Context: an optimization exercise on an open-source flow, tuned for small area, a short achievable clock period and few clock cycles per item. The choices shown serve that exercise and are no tape-out recipe.
Function was not checked in any run shown here: the RTL went through the layout flow alone.

==> flow/design.v (outline; a module is shown in full before it is edited, if it fits) <==
// module mandel_engine: 103 lines
// module mandel_dp: 1445 lines
// module mandel_fa: 10 lines
module mandel_engine #(
    parameter int BITS      = 16,
    parameter int ITER_BITS = 7
) (
    input  logic                   clk,
    input  logic                   rst_n,
    input  logic                   in_valid,
    output logic                   in_ready,
    input  logic signed [BITS-1:0] in_x,
    input  logic signed [BITS-1:0] in_y,
    input  logic                   julia_mode,
    input  logic signed [BITS-1:0] julia_cx,
    input  logic signed [BITS-1:0] julia_cy,
    input  logic [ITER_BITS-1:0]   max_iter,
    input  logic                   abort,
    output logic                   out_valid,
    input  logic                   out_ready,
    output logic [ITER_BITS-1:0]   out_iter,
    output logic                   out_escaped,
    output logic                   busy
);
  // ...
==> flow/flow/run.sh <==
#!/bin/bash
# The standard layout (standard.sh), with the port buffers made from
# sky130_fd_sc_hd__buf_1 cells instead of the default choice of a delay
# buffer, and clock tree synthesis without dummy loads.
set -euo pipefail
export BUFFER_PORTS_ARGS="-buffer_cell sky130_fd_sc_hd__buf_1"
export CTS_ARGS="-sink_clustering_enable -repair_clock_nets -buf_list sky130_fd_sc_hd__clkbuf_8 -dont_use_dummy_load"
bash standard.sh > standard.log 2>&1
==> flow/standard.sh <==
#!/bin/bash
# synth_recipe.tcl (not shown) runs the flow's synth.tcl, then flattens the netlist and writes it again
# the make line also repeats each setting of config.mk as NAME=value (left out here)
make -C /OpenROAD-flow-scripts/flow DESIGN_CONFIG=/design/flow/config.mk WORK_HOME=/design/flow/orfs CLKGATE_MAP_FILE= SYNTH_SCRIPT=/design/flow/synth_recipe.tcl "${@:-finish}"
==> flow/config.mk <==
export PLATFORM = sky130hd
export DESIGN_NAME = mandel_engine
export DESIGN_NICKNAME = mandel_engine
export VERILOG_FILES = /design/flow/design.v
export SDC_FILE = /design/flow/constraint.sdc
export NUM_CORES = 4
export LEC_CHECK = 0
export CAP_MARGIN = 20
export CORE_MARGIN = 2
export CORE_UTILIZATION = 65
export CTS_BUF_LIST = sky130_fd_sc_hd__clkbuf_8
export PLACE_DENSITY = 0.75
export SLEW_MARGIN = 20
export SYNTH_HIERARCHICAL = 1
export SYNTH_MINIMUM_KEEP_SIZE = 0
==> flow/constraint.sdc <==
create_clock -name core_clock -period 14.0 [get_ports {clk}]
set_input_delay 2.8000 -clock core_clock [delete_from_list [all_inputs] [get_ports {clk}]]
set_output_delay 2.8000 -clock core_clock [all_outputs]
set_load 0.01 [all_outputs]
==> flow_summary.json, run 1 <==
{
  "run_status": "finished clean",
  "wire_length_on_met2_mm": 23.34,
  "place.detailed.instances": 2149,
  "criticalPathCategory": "reg -> reg",
  "start_util_pct": 65.49,
  "cts.path.max_buffers": 2,
  "final_layout_size_suffix_gt1_share_pct": 6.506,
  "critical-path-top-cell-by-count": "fa_1",
  "whs_path_depth": 2,
  "cts_buffers": 17,
  "drt_drc_violations_left": 0,
  "worst-r2r-cell-count": 18,
  "grt_max_degree": 35,
  "total_area_of_multi_input_combinational_cells_sq_mm": 0.01493,
  "synth_area_leaders": "fa_1, edfxtp_1, ha_1",
  "cts-root-buf": "clkbuf_8",
  "drv_slew": 0,
  "nFillCells": 2222,
  "critical_path.endpoint": "xh_q",
  "wirelength_mm": 46.63,
  "synth_simple_gate_area_share_pct": 13.08,
  "biggestCellCategory": "multi-input combinational cells",
  "inv_count": 78,
  "cts_setup_buffers": 0,
  "layout.cells.most_common_list": "nor2_1, fa_1, ha_1",
  "synthesis.yosys.warnings": 7,
  "hold-path-endpoint": "stop_q",
  "routed_wire_length_per_instance_um": 21.52,
  "fin_setup_tns_ns": 0,
  "syn_inst": 1755,
  "synth.cells.most_frequent": "nor2_1, fa_1, ha_1"
}
==> inputs of run 2 (changes only) <==
--- a/flow/design.v
+++ b/flow/design.v
@@ -1533,20 +1533,146 @@
     mandel_fa us936 (.a(c899), .b(s919), .c(c918), .s(s936), .co(c936));
     wire s937, c937;
     mandel_fa us937 (.a(c901), .b(s920), .c(c919), .s(s937), .co(c937));
     wire s938, c938;
     mandel_fa us938 (.a(c903), .b(s921), .c(c920), .s(s938), .co(c938));
     wire [16:0] xs0 = {s938, s937, s936, c934, s934, c932, s932, s931, c929, c928, c927, c926, c925, c924, c923, c922, s922};
     wire [16:0] xs1 = {c937, c936, c935, s935, c933, s933, c931, c930, s930, s929, s928, s927, s926, s925, s924, s923, qyls[13]};
     wire [16:0] xn17 = xs0 + xs1 + qxls[13];
-    wire [28:0] ys0 = {s789, s788, c786, s786, c784, c783, c782, s782, c780, c779, c778, c777, c776, c775, c774, c773, c772, c771, c770, c769, c768, c767, c766, c765, c764, c763, mxyp394, mxyp367, mxyp366};
-    wire [28:0] ys1 = {c788, c787, s787, c785, s785, s784, s783, c781, s781, s780, s779, s778, s777, s776, s775, s774, s773, s772, s771, s770, s769, s768, s767, s766, s765, s764, s763, mxyp380, 1'b0};
-    wire [28:0] yn_s = ys0 + ys1;
-    wire [16:0] yn17 = yn_s[28:12];
+    wire [16:0] ys0 = {s789, s788, c786, s786, c784, c783, c782, s782, c780, c779, c778, c777, c776, c775, c774, c773, c772};
+    wire [16:0] ys1 = {c788, c787, s787, c785, s785, s784, s783, c781, s781, s780, s779, s778, s777, s776, s775, s774, s773};
+    wire [16:0] yn17_p = ys0 ^ ys1;
+    wire [16:0] yn17_g = ys0 & ys1;
+    wire yn17_G0_1 = yn17_g[1] | (yn17_p[1] & yn17_g[0]);
+    wire yn17_P0_1 = yn17_p[1] & yn17_p[0];
+    wire yn17_G0_2 = yn17_g[2] | (yn17_p[2] & yn17_g[1]);
+    wire yn17_P0_2 = yn17_p[2] & yn17_p[1];
+    wire yn17_G0_3 = yn17_g[3] | (yn17_p[3] & yn17_g[2]);
+    wire yn17_P0_3 = yn17_p[3] & yn17_p[2];
+    wire yn17_G0_4 = yn17_g[4] | (yn17_p[4] & yn17_g[3]);
+    wire yn17_P0_4 = yn17_p[4] & yn17_p[3];
+    wire yn17_G0_5 = yn17_g[5] | (yn17_p[5] & yn17_g[4]);
+    wire yn17_P0_5 = yn17_p[5] & yn17_p[4];
+    wire yn17_G0_6 = yn17_g[6] | (yn17_p[6] & yn17_g[5]);
+    wire yn17_P0_6 = yn17_p[6] & yn17_p[5];
+    wire yn17_G0_7 = yn17_g[7] | (yn17_p[7] & yn17_g[6]);
+    wire yn17_P0_7 = yn17_p[7] & yn17_p[6];
+    wire yn17_G0_8 = yn17_g[8] | (yn17_p[8] & yn17_g[7]);
+    wire yn17_P0_8 = yn17_p[8] & yn17_p[7];
+    wire yn17_G0_9 = yn17_g[9] | (yn17_p[9] & yn17_g[8]);
+    wire yn17_P0_9 = yn17_p[9] & yn17_p[8];
+    wire yn17_G0_10 = yn17_g[10] | (yn17_p[10] & yn17_g[9]);
+    wire yn17_P0_10 = yn17_p[10] & yn17_p[9];
+    wire yn17_G0_11 = yn17_g[11] | (yn17_p[11] & yn17_g[10]);
+    wire yn17_P0_11 = yn17_p[11] & yn17_p[10];
+    wire yn17_G0_12 = yn17_g[12] | (yn17_p[12] & yn17_g[11]);
+    wire yn17_P0_12 = yn17_p[12] & yn17_p[11];
+    wire yn17_G0_13 = yn17_g[13] | (yn17_p[13] & yn17_g[12]);
+    wire yn17_P0_13 = yn17_p[13] & yn17_p[12];
+    wire yn17_G0_14 = yn17_g[14] | (yn17_p[14] & yn17_g[13]);
+    wire yn17_P0_14 = yn17_p[14] & yn17_p[13];
+    wire yn17_G0_15 = yn17_g[15] | (yn17_p[15] & yn17_g[14]);
+    wire yn17_P0_15 = yn17_p[15] & yn17_p[14];
+    wire yn17_G0_16 = yn17_g[16] | (yn17_p[16] & yn17_g[15]);
+    wire yn17_P0_16 = yn17_p[16] & yn17_p[15];
+    wire yn17_G1_2 = yn17_G0_2 | (yn17_P0_2 & yn17_g[0]);
+    wire yn17_P1_2 = yn17_P0_2 & yn17_p[0];
+    wire yn17_G1_3 = yn17_G0_3 | (yn17_P0_3 & yn17_G0_1);
+    wire yn17_P1_3 = yn17_P0_3 & yn17_P0_1;
+    wire yn17_G1_4 = yn17_G0_4 | (yn17_P0_4 & yn17_G0_2);
+    wire yn17_P1_4 = yn17_P0_4 & yn17_P0_2;
+    wire yn17_G1_5 = yn17_G0_5 | (yn17_P0_5 & yn17_G0_3);
+    wire yn17_P1_5 = yn17_P0_5 & yn17_P0_3;
+    wire yn17_G1_6 = yn17_G0_6 | (yn17_P0_6 & yn17_G0_4);
+    wire yn17_P1_6 = yn17_P0_6 & yn17_P0_4;
+    wire yn17_G1_7 = yn17_G0_7 | (yn17_P0_7 & yn17_G0_5);
+    wire yn17_P1_7 = yn17_P0_7 & yn17_P0_5;
+    wire yn17_G1_8 = yn17_G0_8 | (yn17_P0_8 & yn17_G0_6);
+    wire yn17_P1_8 = yn17_P0_8 & yn17_P0_6;
+    wire yn17_G1_9 = yn17_G0_9 | (yn17_P0_9 & yn17_G0_7);
+    wire yn17_P1_9 = yn17_P0_9 & yn17_P0_7;
+    wire yn17_G1_10 = yn17_G0_10 | (yn17_P0_10 & yn17_G0_8);
+    wire yn17_P1_10 = yn17_P0_10 & yn17_P0_8;
+    wire yn17_G1_11 = yn17_G0_11 | (yn17_P0_11 & yn17_G0_9);
+    wire yn17_P1_11 = yn17_P0_11 & yn17_P0_9;
+    wire yn17_G1_12 = yn17_G0_12 | (yn17_P0_12 & yn17_G0_10);
+    wire yn17_P1_12 = yn17_P0_12 & yn17_P0_10;
+    wire yn17_G1_13 = yn17_G0_13 | (yn17_P0_13 & yn17_G0_11);
+    wire yn17_P1_13 = yn17_P0_13 & yn17_P0_11;
+    wire yn17_G1_14 = yn17_G0_14 | (yn17_P0_14 & yn17_G0_12);
+    wire yn17_P1_14 = yn17_P0_14 & yn17_P0_12;
+    wire yn17_G1_15 = yn17_G0_15 | (yn17_P0_15 & yn17_G0_13);
+    wire yn17_P1_15 = yn17_P0_15 & yn17_P0_13;
+    wire yn17_G1_16 = yn17_G0_16 | (yn17_P0_16 & yn17_G0_14);
+    wire yn17_P1_16 = yn17_P0_16 & yn17_P0_14;
+    wire yn17_G2_4 = yn17_G1_4 | (yn17_P1_4 & yn17_g[0]);
+    wire yn17_P2_4 = yn17_P1_4 & yn17_p[0];
+    wire yn17_G2_5 = yn17_G1_5 | (yn17_P1_5 & yn17_G0_1);
+    wire yn17_P2_5 = yn17_P1_5 & yn17_P0_1;
+    wire yn17_G2_6 = yn17_G1_6 | (yn17_P1_6 & yn17_G1_2);
+    wire yn17_P2_6 = yn17_P1_6 & yn17_P1_2;
+    wire yn17_G2_7 = yn17_G1_7 | (yn17_P1_7 & yn17_G1_3);
+    wire yn17_P2_7 = yn17_P1_7 & yn17_P1_3;
+    wire yn17_G2_8 = yn17_G1_8 | (yn17_P1_8 & yn17_G1_4);
+    wire yn17_P2_8 = yn17_P1_8 & yn17_P1_4;
+    wire yn17_G2_9 = yn17_G1_9 | (yn17_P1_9 & yn17_G1_5);
+    wire yn17_P2_9 = yn17_P1_9 & yn17_P1_5;
+    wire yn17_G2_10 = yn17_G1_10 | (yn17_P1_10 & yn17_G1_6);
+    wire yn17_P2_10 = yn17_P1_10 & yn17_P1_6;
+    wire yn17_G2_11 = yn17_G1_11 | (yn17_P1_11 & yn17_G1_7);
+    wire yn17_P2_11 = yn17_P1_11 & yn17_P1_7;
+    wire yn17_G2_12 = yn17_G1_12 | (yn17_P1_12 & yn17_G1_8);
+    wire yn17_P2_12 = yn17_P1_12 & yn17_P1_8;
+    wire yn17_G2_13 = yn17_G1_13 | (yn17_P1_13 & yn17_G1_9);
+    wire yn17_P2_13 = yn17_P1_13 & yn17_P1_9;
+    wire yn17_G2_14 = yn17_G1_14 | (yn17_P1_14 & yn17_G1_10);
+    wire yn17_P2_14 = yn17_P1_14 & yn17_P1_10;
+    wire yn17_G2_15 = yn17_G1_15 | (yn17_P1_15 & yn17_G1_11);
+    wire yn17_P2_15 = yn17_P1_15 & yn17_P1_11;
+    wire yn17_G2_16 = yn17_G1_16 | (yn17_P1_16 & yn17_G1_12);
+    wire yn17_P2_16 = yn17_P1_16 & yn17_P1_12;
+    wire yn17_G3_8 = yn17_G2_8 | (yn17_P2_8 & yn17_g[0]);
+    wire yn17_P3_8 = yn17_P2_8 & yn17_p[0];
+    wire yn17_G3_9 = yn17_G2_9 | (yn17_P2_9 & yn17_G0_1);
+    wire yn17_P3_9 = yn17_P2_9 & yn17_P0_1;
+    wire yn17_G3_10 = yn17_G2_10 | (yn17_P2_10 & yn17_G1_2);
+    wire yn17_P3_10 = yn17_P2_10 & yn17_P1_2;
+    wire yn17_G3_11 = yn17_G2_11 | (yn17_P2_11 & yn17_G1_3);
+    wire yn17_P3_11 = yn17_P2_11 & yn17_P1_3;
+    wire yn17_G3_12 = yn17_G2_12 | (yn17_P2_12 & yn17_G2_4);
+    wire yn17_P3_12 = yn17_P2_12 & yn17_P2_4;
+    wire yn17_G3_13 = yn17_G2_13 | (yn17_P2_13 & yn17_G2_5);
+    wire yn17_P3_13 = yn17_P2_13 & yn17_P2_5;
+    wire yn17_G3_14 = yn17_G2_14 | (yn17_P2_14 & yn17_G2_6);
+    wire yn17_P3_14 = yn17_P2_14 & yn17_P2_6;
+    wire yn17_G3_15 = yn17_G2_15 | (yn17_P2_15 & yn17_G2_7);
+    wire yn17_P3_15 = yn17_P2_15 & yn17_P2_7;
+    wire yn17_G3_16 = yn17_G2_16 | (yn17_P2_16 & yn17_G2_8);
+    wire yn17_P3_16 = yn17_P2_16 & yn17_P2_8;
+    wire yn17_G4_16 = yn17_G3_16 | (yn17_P3_16 & yn17_g[0]);
+    wire yn17_P4_16 = yn17_P3_16 & yn17_p[0];
+    wire [16:0] yn17;
+    assign yn17[0] = yn17_p[0] ^ mxyls[12];
+    assign yn17[1] = yn17_p[1] ^ (yn17_g[0] | (yn17_p[0] & mxyls[12]));
+    assign yn17[2] = yn17_p[2] ^ (yn17_G0_1 | (yn17_P0_1 & mxyls[12]));
+    assign yn17[3] = yn17_p[3] ^ (yn17_G1_2 | (yn17_P1_2 & mxyls[12]));
+    assign yn17[4] = yn17_p[4] ^ (yn17_G1_3 | (yn17_P1_3 & mxyls[12]));
+    assign yn17[5] = yn17_p[5] ^ (yn17_G2_4 | (yn17_P2_4 & mxyls[12]));
+    assign yn17[6] = yn17_p[6] ^ (yn17_G2_5 | (yn17_P2_5 & mxyls[12]));
+    assign yn17[7] = yn17_p[7] ^ (yn17_G2_6 | (yn17_P2_6 & mxyls[12]));
+    assign yn17[8] = yn17_p[8] ^ (yn17_G2_7 | (yn17_P2_7 & mxyls[12]));
+    assign yn17[9] = yn17_p[9] ^ (yn17_G3_8 | (yn17_P3_8 & mxyls[12]));
+    assign yn17[10] = yn17_p[10] ^ (yn17_G3_9 | (yn17_P3_9 & mxyls[12]));
+    assign yn17[11] = yn17_p[11] ^ (yn17_G3_10 | (yn17_P3_10 & mxyls[12]));
+    assign yn17[12] = yn17_p[12] ^ (yn17_G3_11 | (yn17_P3_11 & mxyls[12]));
+    assign yn17[13] = yn17_p[13] ^ (yn17_G3_12 | (yn17_P3_12 & mxyls[12]));
+    assign yn17[14] = yn17_p[14] ^ (yn17_G3_13 | (yn17_P3_13 & mxyls[12]));
+    assign yn17[15] = yn17_p[15] ^ (yn17_G3_14 | (yn17_P3_14 & mxyls[12]));
+    assign yn17[16] = yn17_p[16] ^ (yn17_G3_15 | (yn17_P3_15 & mxyls[12]));
     assign xn   = xn17;
     assign yn   = yn17;
     assign mesc = big | mag[16];
 endmodule
 module mandel_fa (
     input  logic a,
     input  logic b,
     input  logic c,
==> run 2 against run 1 <==
Net effect:
- sequential share of layout area is 0.32 points higher
- still clean on timing, DRC and antenna
- core utilization is 0.51 points higher
- synthesized cell count is 2.9% lower
- critical path type unchanged
- first-iteration DRC count is 29% lower
- hold slack better by 0.020 ns
- clock skew hardly changed
==> flow_summary.json, run 2 <==
{
  "run_status": "finished clean",
  "number_of_global_route_vias_before_repair": 14158,
  "cell_area_after_synthesis_sq_mm": 0.01832,
  "ctsHtreeMaxLevel": 4,
  "syn_to_final_growth_pct": 4.781,
  "crit_path_start_kind": "flop",
  "cp_max_stage_delay_ns": 0.53,
  "grt_overflow": 0,
  "timing.critical_path.slowest_stage_cell": "fa_1",
  "min_clock_period_post_route_ns": 6.582,
  "routed_wire_length_per_instance_um": 20.44,
  "detail_route.vias_per_cell": 5.995,
  "layout.cells.most_common_list": "nor2_1, fa_1, ha_1",
  "grt_antenna_before_repair": 0,
  "fraction_of_synthesis_flops_using_an_asynchronous_set_or_reset_pin_pct": 0,
  "setup_viol_count_final": 0,
  "synthesis.yosys.warnings": 7,
  "via_count": 12679,
  "fin_setup_tns_ns": 0,
  "cts-root-buf": "clkbuf_8",
  "cts_buffers": 17,
  "worst_setup_path_end_kind": "flop",
  "firstDrtPassIters": 5,
  "detailed_place_hpwl_mm": 32.33,
  "dieArea_sq_mm": 0.02954,
  "postPlaceCellArea_sq_mm": 0.01896,
  "fraction_of_the_mapped_netlist_area_in_compound_gates_pct": 4.084,
  "worst_clock_skew_ns": 0.02845,
  "synth_simple_gate_area_share_pct": 13.00,
  "die_h_um": 171.9,
  "final_antenna_diode_count": 0,
  "detailedRoute.firstIterationViolations": 760,
  "grt_max_degree": 36,
  "max_freq_mhz": 151.9,
  "synth_cell_type_count": 56,
  "postCtsResizedCells": 0,
  "cts.path.max_buffers": 2,
  "synth_area_leaders": "fa_1, edfxtp_1, ha_1",
  "criticalPathCategory": "reg -> reg",
  "clk_pin_slew_worst_paths_ns": 0.06,
  "postRouteAntennaNets": 0,
  "critical-path-top-cell-by-count": "fa_1",
  "total_non_filler_cell_area_in_the_finished_layout_sq_mm": 0.01919,
  "drt_drc_violations_left": 0,
  "synthDominantAreaCellType": "fa_1",
  "grt_pass1_wl_mm": 71.00,
  "core_sq_mm": 0.02778,
  "wirelength_mm": 43.23,
  "crit_chain": "buf_4 > inv_1 > ha_1 > fa_1 > fa_1 > fa_1 > inv_1 > fa_1 > fa_1 > fa_1 > inv_1 > fa_1 > nor2b_1 > o21ai_1 > a21boi_1 > o41ai_1 > o21ai_1 > o21ai_1 > o2111ai_1 > a21oi_1 > xnor2_1 > mux2_2",
  "syn_inst": 1704,
  "clock_latency_ns": 0.46,
  "synth_top_family_by_area": "adder cells",
  "globalRouteTotalUtil_pct": 31.72,
  "share_of_synthesized_area_spent_on_multiplexers_pct": 4.009,
  "final_net_count": 2368,
  "drv_slew": 0,
  "buffer_ports.inserted": 87,
  "start_util_pct": 65.94,
  "synth_ff_type": "edfxtp_1",
  "routabilityCongestion": 0.8609,
  "die_width_um": 171.9,
  "worst-slew-pin-transition_ns": 1.054,
  "post_syn_area_per_cell_sq_um": 10.75,
  "synth_edf_count": 72,
  "cts_hold_buf": 0,
  "placement_rows": 61,
  "grt_setup_unrepaired": "no",
  "cts_tree": "yes",
  "synth_most_common_cell": "nor2_1",
  "final_common_cell": "nor2_1",
  "holdCritPathClass": "reg -> reg",
  "clock_sinks": 117,
  "cts_setup_buffers": 0,
  "drv.max_cap_violation_count": 0,
  "post_synth_xor_xnor_area_pct": 4.016,
  "worst-endpoint-arrival_ns": 6.91,
  "final-hold-violation-count": 0,
  "timing.max_slew.rel_slack_pct": 29.60,
  "synth.cells.most_frequent": "nor2_1, fa_1, ha_1",
  "critPathMaxFanout": 30,
  "synth_top_area_share_pct": 44.04,
  "final_layout_size_suffix_gt1_share_pct": 5.872,
  "final.period_utilization_pct": 47.01,
  "timing.critical_path.required_ns": 14.33,
  "postSynthRegisterBits": 117,
  "synth_sequential_area_ratio_pct": 16.72,
  "synth_area_in_adders_pct": 54.22,
  "io_pins": 88
}
-- run 2: changes by cell type in the layout (fill, tap and decap cells not counted), sizes merged, moves of 6 or more --
cell,before,now
a21oi,58,35
nand2,89,74
nor2,414,424
o211ai,7,1
xnor2,53,59
-- run 2: critical path, delay by kind of cell, from the launching register on --
family                   cells  cell delay, ns
adder cells (fa/ha/maj)      8            3.54
AO/OA/AOI/OAI                7            1.32
buffers and inverters        4            0.75
flip-flops                   1            0.30
multiplexers                 1            0.26
AND/OR/NAND/NOR              1            0.13
XOR/XNOR                     1            0.13
-- run 2: per-stage QoR --
| step | setup slack [ns] | instances | hold slack (ns) | util, % |
|---|---|---|---|---|
| 2_1_floorplan | 7.977 | 1708 | 0.4442 | - |
| 3_3_place_gp | 7.406 | 2098 | 0.4811 | 68.24 |
| 3_5_place_dp | 7.174 | 2098 | 0.4981 | 68.24 |
| 4_1_cts | 7.117 | 2115 | 0.5400 | 69.09 |
| 5_1_grt | 7.128 | 2115 | 0.5556 | 69.09 |
| 6_report | 7.418 | 2115 | 0.5417 | 69.09 |
-- run 2: layer usage --
metal	vias to the layer above	GRT usage, %	share of wire, %
li1	5520	-	-
met1	6490	40.13	38
met2	559	54.74	52
met3	110	5.196	6.5
met4	0	13.15	3.6
met5	-	0	0
-- run 2: cells by family after synthesis --
| kind of cell | count (synthesis) |
|---|---|
| simple gates | 582 |
| buf+inv | 185 |
| fa+ha+maj | 552 |
| other cells | 2 |
| compound gates | 113 |
| xor+xnor | 84 |
| flops | 117 |
| mux | 69 |
-- run 2: cell type report --
cell class | instances | area (sq um)
clock buffer | 17 | 234.0
tap | 378 | 473.0
multi-input combinational | 1406 | 14570
fill | 2141 | 8587
inverter | 81 | 304.0
timing repair buffer | 116 | 545.5
sequential | 117 | 3064
-- run 2: Yosys stat by module, one instance, submodules excluded --
module / times used / flops+latches / cell area (sq um) / cells
mandel_dp: 1 / 0 / 5469 / 955
mandel_engine: 1 / 117 / 4842 / 349
mandel_fa: 400 / 0 / 20.02 / 1
-- run 2: final timing paths --
path                            endpoint  slack, ns  startpoint  cells after the start
worst max-delay path                xh_q       7.42    zyn_q[6]                     22
worst min-delay path              stop_q       0.54      stop_q                      2
worst max register to register      xh_q       7.42    zyn_q[6]                     22
worst min register to register    stop_q       0.54      stop_q                      2

## what the ideal ports hide
In the flow no input, the clock included, has a driving cell. The finished layouts below were timed again as built, in two steps.
Step 1, drivers: a clkbuf_16 drives clk and a buf_2 each remaining input, both assumed.
Step 2 adds t to the input delays and takes it off the output delays; t is the mean of the earliest and latest rising clock arrival at the registers after step 1. Input paths then give back, and output paths get back, about the clock's delay inside the block.
Three values: ideal ports, drivers, drivers and shift; two values: the first two.
run	t, ns	slack for setup (ns)	worst hold slack (ns)	latest minus earliest clock arrival (ns)
run 1	0.499	7.520 / 7.520 / 7.520	0.522 / 0.522 / 0.522	0.029 / 0.030
run 2	0.493	7.418 / 7.418 / 7.418	0.542 / 0.542 / 0.542	0.028 / 0.028
After both steps every run listed still meets setup and hold.
